From an optimization exercise on the open Yosys and OpenROAD flow, aimed at small area and few clock cycles per item; shortcuts taken in it are not production practice. In this exercise RTL edits were held to simulation tests only and were not proved equivalent to the original. Power figures rest on the tool's default switching activity, not on a simulated workload.

==> v4 <==
==> flow/design.v <==
package sttk_pkg;
   localparam int TABLE_DEPTH = 16;
   localparam int LABEL_BYTES = 8;
   localparam int KEY_W   = 31;
   localparam int WAVE_W  = 16;
   localparam int MAP_W   = 8;
   localparam int STAMP_W = 32;
   localparam int LABEL_W = 64;
   localparam int READ_W  = 4;
   localparam int PLACE_W = 4;
   localparam int FILL_W  = 5;
   localparam int IDX_W = $clog2(TABLE_DEPTH);
   localparam int CNT_W = $clog2(TABLE_DEPTH + 1);
   localparam int SEL_W = (IDX_W > READ_W) ? IDX_W : READ_W;
   localparam int QUEUE_DEPTH = 2;
   localparam int Q_IDX_W     = $clog2(QUEUE_DEPTH);
   localparam int Q_CNT_W     = $clog2(QUEUE_DEPTH + 1);
   localparam int ENTRY_W = KEY_W + WAVE_W + MAP_W + STAMP_W + LABEL_W;
   localparam int CMD_W   = 1 + ENTRY_W + READ_W;
   localparam int LABEL_LO = 0;
   localparam int STAMP_LO = LABEL_LO + LABEL_W;
   localparam int MAP_LO   = STAMP_LO + STAMP_W;
   localparam int WAVE_LO  = MAP_LO + MAP_W;
   localparam int KEY_LO   = WAVE_LO + WAVE_W;
   typedef enum logic {
      OP_INSERT = 1'b0,
      OP_READ   = 1'b1
   } op_type;
   typedef struct packed {
      logic [KEY_W-1:0]   key;
      logic [WAVE_W-1:0]  wave;
      logic [MAP_W-1:0]   map;
      logic [STAMP_W-1:0] stamp;
      logic [LABEL_W-1:0] label;
   } entry_type;
   typedef struct packed {
      op_type            op;
      entry_type         rec;
      logic [READ_W-1:0] index;
   } cmd_type;
endpackage
import sttk_pkg::*;
module sttk_front (
   input  logic [KEY_W-1:0]   req_new_key,
   input  logic [WAVE_W-1:0]  req_new_wave,
   input  logic [MAP_W-1:0]   req_new_map,
   input  logic [STAMP_W-1:0] req_new_stamp,
   input  logic [LABEL_W-1:0] req_new_label,
   output logic [ENTRY_W-1:0] rec
);
   logic [LABEL_W-1:0] kept;
   logic               live;
   always_comb begin
      kept = '0;
      live = 1'b1;
      for (int b = 0; b < LABEL_BYTES; b++) begin
         live = live && (req_new_label[8*b +: 8] != 8'd0);
         if (live) begin
            kept[8*b +: 8] = req_new_label[8*b +: 8];
         end
      end
      rec = {req_new_key, req_new_wave, req_new_map, req_new_stamp, kept};
   end
endmodule
import sttk_pkg::*;
module sttk_back (
   input  logic               clock,
   input  logic               reset,
   input  logic               req_valid,
   output logic               req_ready,
   input  logic               req_operation,
   input  logic [READ_W-1:0]  req_read_index,
   input  logic [ENTRY_W-1:0] rec,
   output logic               rsp_valid,
   input  logic               rsp_ready,
   output logic               rsp_placed,
   output logic [PLACE_W-1:0] rsp_place_index,
   output logic [ENTRY_W-1:0] rd_data,
   output logic [FILL_W-1:0]  rsp_filled_count
);
   logic [ENTRY_W-1:0]     slot_ff [TABLE_DEPTH];
   logic [IDX_W-1:0]       ptr_ff  [TABLE_DEPTH];    
   logic [IDX_W-1:0]       ptr     [TABLE_DEPTH];    
   logic                   pend_ff;                  
   logic [TABLE_DEPTH-1:0] used_ff;
   logic [IDX_W-1:0]       rd_ff;
   logic                   rdv_ff;
   logic [CNT_W-1:0]       cnt_ff;
   logic                   valid_ff;
   logic                   placed_ff;
   logic [PLACE_W-1:0]     place_ff;
   logic [KEY_W-1:0]       key;
   logic [TABLE_DEPTH-1:0] above;    
   logic [TABLE_DEPTH-1:0] last;     
   logic [TABLE_DEPTH-1:0] sel;
   logic [CNT_W-1:0]       mark;
   logic [1:0]             c2 [8];
   logic [2:0]             c3 [4];
   logic [3:0]             c4 [2];
   logic [IDX_W-1:0]       rd_slot;
   logic                   take, placed, ins;
   function automatic logic key_gt(input logic [KEY_W-1:0] a, input logic [KEY_W-1:0] b);
      logic [31:0] g, p;
      g = '0;
      p = '1;
      for (int i = 0; i < KEY_W; i++) begin
         g[i] = a[i] & ~b[i];
         p[i] = a[i] | ~b[i];
      end
      for (int s = 1; s < 32; s = s * 2) begin
         for (int i = 0; i < 32; i += 2 * s) begin
            g[i + 2*s - 1] = g[i + 2*s - 1] | (p[i + 2*s - 1] & g[i + s - 1]);
            p[i + 2*s - 1] = p[i + 2*s - 1] & p[i + s - 1];
         end
      end
      key_gt = g[31];
   endfunction
   always_comb begin
      key = rec[KEY_LO +: KEY_W];
      for (int p = 0; p < TABLE_DEPTH; p++) begin
         above[p] = used_ff[p] && key_gt(slot_ff[p][KEY_LO +: KEY_W], key);
      end
      for (int i = 0; i < TABLE_DEPTH; i++) begin
         ptr[i] = ptr_ff[i];
         if (pend_ff) begin
            if (IDX_W'(i) == place_ff) begin
               ptr[i] = ptr_ff[TABLE_DEPTH-1];
            end else if (i > 0 && IDX_W'(i) > place_ff) begin
               ptr[i] = ptr_ff[i-1];
            end
         end
      end
      for (int p = 0; p < TABLE_DEPTH; p++) begin
         last[p] = (ptr[TABLE_DEPTH-1] == IDX_W'(p));
      end
      for (int p = 0; p < 8; p++) begin
         c2[p] = 2'(above[2*p]) + 2'(above[2*p+1]);
      end
      for (int p = 0; p < 4; p++) begin
         c3[p] = 3'(c2[2*p]) + 3'(c2[2*p+1]);
      end
      for (int p = 0; p < 2; p++) begin
         c4[p] = 4'(c3[2*p]) + 4'(c3[2*p+1]);
      end
      mark = CNT_W'(c4[0]) + CNT_W'(c4[1]);
      placed = |(last & ~above);
      req_ready = !valid_ff || rsp_ready;
      take      = req_valid && req_ready;
      ins       = take && !req_operation && placed;
      rd_slot   = ptr[req_read_index];
      for (int p = 0; p < TABLE_DEPTH; p++) begin
         sel[p] = rdv_ff && (rd_ff == IDX_W'(p));
      end
      rd_data = '0;
      for (int p = 0; p < TABLE_DEPTH; p++) begin
         rd_data = rd_data | ({ENTRY_W{sel[p]}} & slot_ff[p]);
      end
      rsp_valid        = valid_ff;
      rsp_placed       = placed_ff;
      rsp_place_index  = place_ff;
      rsp_filled_count = FILL_W'(cnt_ff);
   end
   always_ff @(posedge clock) begin
      if (reset) begin
         valid_ff <= 1'b0;
         pend_ff  <= 1'b0;
         cnt_ff   <= '0;
         used_ff  <= '0;
         for (int i = 0; i < TABLE_DEPTH; i++) begin
            ptr_ff[i] <= IDX_W'(i);
         end
      end else begin
         if (take) begin
            valid_ff <= 1'b1;
         end else if (rsp_ready) begin
            valid_ff <= 1'b0;
         end
         if (ins && (key != '0) && (cnt_ff != CNT_W'(TABLE_DEPTH))) begin
            cnt_ff <= cnt_ff + 1'b1;
         end
         pend_ff <= ins;
         for (int i = 0; i < TABLE_DEPTH; i++) begin
            ptr_ff[i] <= ptr[i];
         end
         if (ins) begin
            used_ff <= used_ff | last;
         end
      end
   end
   always_ff @(posedge clock) begin
      if (take) begin
         rd_ff     <= rd_slot;
         rdv_ff    <= req_operation && used_ff[rd_slot];
         placed_ff <= !req_operation && placed;
         place_ff  <= (!req_operation && placed) ? mark[PLACE_W-1:0] : '0;
      end
      for (int p = 0; p < TABLE_DEPTH; p++) begin
         if (take && !req_operation && last[p] && !above[p]) begin
            slot_ff[p] <= rec;
         end
      end
   end
endmodule
import sttk_pkg::*;
module sorted_top_k_record_table
(
   input  logic               clock,
   input  logic               reset,
   input  logic               req_valid,
   output logic               req_ready,
   input  logic               req_operation,
   input  logic [KEY_W-1:0]   req_new_key,
   input  logic [WAVE_W-1:0]  req_new_wave,
   input  logic [MAP_W-1:0]   req_new_map,
   input  logic [STAMP_W-1:0] req_new_stamp,
   input  logic [LABEL_W-1:0] req_new_label,
   input  logic [READ_W-1:0]  req_read_index,
   output logic               rsp_valid,
   input  logic               rsp_ready,
   output logic               rsp_placed,
   output logic [PLACE_W-1:0] rsp_place_index,
   output logic [KEY_W-1:0]   rsp_out_key,
   output logic [WAVE_W-1:0]  rsp_out_wave,
   output logic [MAP_W-1:0]   rsp_out_map,
   output logic [STAMP_W-1:0] rsp_out_stamp,
   output logic [LABEL_W-1:0] rsp_out_label,
   output logic [FILL_W-1:0]  rsp_filled_count
);
   logic [ENTRY_W-1:0] rec;
   logic [ENTRY_W-1:0] rd_data;
   logic               take;
   sttk_front u_front (
      .req_new_key   (req_new_key),
      .req_new_wave  (req_new_wave),
      .req_new_map   (req_new_map),
      .req_new_stamp (req_new_stamp),
      .req_new_label (req_new_label),
      .rec           (rec)
   );
   sttk_back u_back (
      .clock           (clock),
      .reset           (reset),
      .req_valid       (req_valid),
      .req_ready       (req_ready),
      .req_operation   (req_operation),
      .req_read_index  (req_read_index),
      .rec             (rec),
      .rsp_valid       (rsp_valid),
      .rsp_ready       (rsp_ready),
      .rsp_placed      (rsp_placed),
      .rsp_place_index (rsp_place_index),
      .rd_data         (rd_data),
      .rsp_filled_count(rsp_filled_count)
   );
   assign rsp_out_key   = rd_data[KEY_LO +: KEY_W];
   assign rsp_out_wave  = rd_data[WAVE_LO +: WAVE_W];
   assign rsp_out_map   = rd_data[MAP_LO +: MAP_W];
   assign rsp_out_stamp = rd_data[STAMP_LO +: STAMP_W];
   assign rsp_out_label = rd_data[LABEL_LO +: LABEL_W];
endmodule
==> flow/flow/run.sh <==
#!/bin/bash
# The standard layout, with two changes: the port buffers are the smallest buffer cell, and
# clock tree synthesis adds no dummy loads (its clustering settings as in config.mk).
set -euo pipefail
bash standard.sh \
  BUFFER_PORTS_ARGS="-buffer_cell sky130_fd_sc_hd__buf_1" \
  CTS_ARGS="-sink_clustering_enable -repair_clock_nets -dont_use_dummy_load -sink_clustering_size 30 -sink_clustering_max_diameter 70 -buf_list sky130_fd_sc_hd__clkbuf_16" \
  finish > standard_flow.log 2>&1
==> flow/standard.sh <==
#!/bin/bash
# synth_recipe.tcl (not shown) runs the flow's synth.tcl, then flattens the netlist and writes it again
# the make line also repeats each setting of config.mk as NAME=value (left out here)
make -C /OpenROAD-flow-scripts/flow DESIGN_CONFIG=/design/flow/config.mk WORK_HOME=/design/flow/orfs CLKGATE_MAP_FILE= SYNTH_SCRIPT=/design/flow/synth_recipe.tcl "${@:-finish}"
==> flow/config.mk <==
export PLATFORM = sky130hd
export DESIGN_NAME = sorted_top_k_record_table
export DESIGN_NICKNAME = sorted_top_k_record_table
export VERILOG_FILES = /design/flow/design.v
export SDC_FILE = /design/flow/constraint.sdc
export NUM_CORES = 4
export LEC_CHECK = 0
export CAP_MARGIN = 20
export CELL_PAD_IN_SITES_DETAIL_PLACEMENT = 1
export CORE_MARGIN = 2
export CORE_UTILIZATION = 60
export CTS_BUF_LIST = sky130_fd_sc_hd__clkbuf_16
export CTS_CLUSTER_DIAMETER = 70
export CTS_CLUSTER_SIZE = 30
export PLACE_DENSITY = 0.7
export SLEW_MARGIN = 20
==> flow/constraint.sdc <==
create_clock -name core_clock -period 7.0 [get_ports {clock}]
set_input_delay 1.4000 -clock core_clock [delete_from_list [all_inputs] [get_ports {clock}]]
set_output_delay 1.4000 -clock core_clock [all_outputs]
set_load 0.01 [all_outputs]
==> v16 (differences from v4) <==
--- a/flow/design.v
+++ b/flow/design.v
@@ -145,3 +145,3 @@
       mark = CNT_W'(c4[0]) + CNT_W'(c4[1]);
-      placed = |(last & ~above);
+      placed = !mark[IDX_W];
       req_ready = !valid_ff || rsp_ready;
==> flow/run.sh (new file) <==
#!/bin/bash
# synth_recipe.tcl (not shown) runs the flow's synth.tcl, then flattens the netlist and writes it again
# the make line also repeats each setting of config.mk as NAME=value (left out here)
make -C /OpenROAD-flow-scripts/flow DESIGN_CONFIG=/design/flow/config.mk WORK_HOME=/design/flow/orfs CLKGATE_MAP_FILE= SYNTH_SCRIPT=/design/flow/synth_recipe.tcl finish
--- a/flow/config.mk
+++ b/flow/config.mk
@@ -12,3 +12,3 @@
 export CTS_BUF_LIST = sky130_fd_sc_hd__clkbuf_16
-export CTS_CLUSTER_DIAMETER = 70
+export CTS_CLUSTER_DIAMETER = 60
 export CTS_CLUSTER_SIZE = 30
removed: flow/flow/run.sh
removed: flow/standard.sh
==> qor summary <==
| metric | v16 | v4 |
|---|---|---|
| Fillers | 13888 | 14374 |
| Post-DR wirelength/cell | 41.6 um | 42.2 um |
| Total routing usage reported by global routing | 43.6% | 42.6% |
| Met2 routing resource usage after global routing | 68.5% | 65.7% |
| WL met2 | 175 mm | 168 mm |
| Placed wire-length estimate after detailed placement | 212 mm | 213 mm |
| Fraction of synthesized cell area in xor and xnor cells | 0.0441% | 0.0176% |
| Clock-net power | 10.4 mW | 7.81 mW |
| Power spent charging and discharging nets | 7.32 mW | 5.82 mW |
| Die W | 411 um | 411 um |
| Least-Margin Pin Slew | 1.14 ns | 1.22 ns |
| Nets | 6785 | 6613 |
| Mean number of vias per cell | 7.84 | 7.89 |
| Placer's final routability congestion estimate | 1.00 | 1.04 |
| Non-clk bufs | 766 | 590 |
| Number of nets produced by synthesis | 6267 | 6299 |
| Multi-input gates | 3009 | 3019 |
| Footprint of the multi-input gates | 0.0234 mm2 | 0.0228 mm2 |
| Drt first pass iters | 6 | 9 |
| Cells on worst reg2reg path | 28 | 18 |
| Worst Slack Setup Final | 0.139 ns | 0.725 ns |
| Result of the run | timing/DRC/antenna clean | timing/DRC/antenna clean |
Testbench counts of v4, summed over its fixed seeds: cycles 20,035, items 16,000.
Testbench counts of v16, summed over its fixed seeds: cycles 20,035, items 16,000.

[re-timing with driven ports]
The results above use ideal ports. As a check the final layouts listed here were re-extracted and re-timed, cells and wires unchanged.
Step 1, drivers: a clkbuf_16 drives clock and a buf_2 each remaining input, both assumed.
Step 2 also shifts input and output timing later by t, the mid clock arrival at the registers, as if the neighbouring blocks saw the same clock.
Three values: ideal, step 1, step 2; two values: the first two.
| run | t, ns | setup slack, ns | hold slack, ns | clock arrival spread, ns | worst data-port slew with drivers (ns) |
|---|---|---|---|---|---|
| v4 | 0.899 | 0.725 / 0.771 / -0.128 | 0.512 / 0.512 / 0.512 | 0.106 / 0.106 | 0.19 |
| v16 | 0.934 | 0.139 / 0.204 / -0.730 | 0.543 / 0.543 / 0.543 | 0.061 / 0.061 | 0.17 |
With both steps, setup timing fails in v4 and v16, where it was met with ideal ports. The setup slack of v16, which loses most, moves by +0.065 ns with the drivers and by -0.869 ns with both steps.
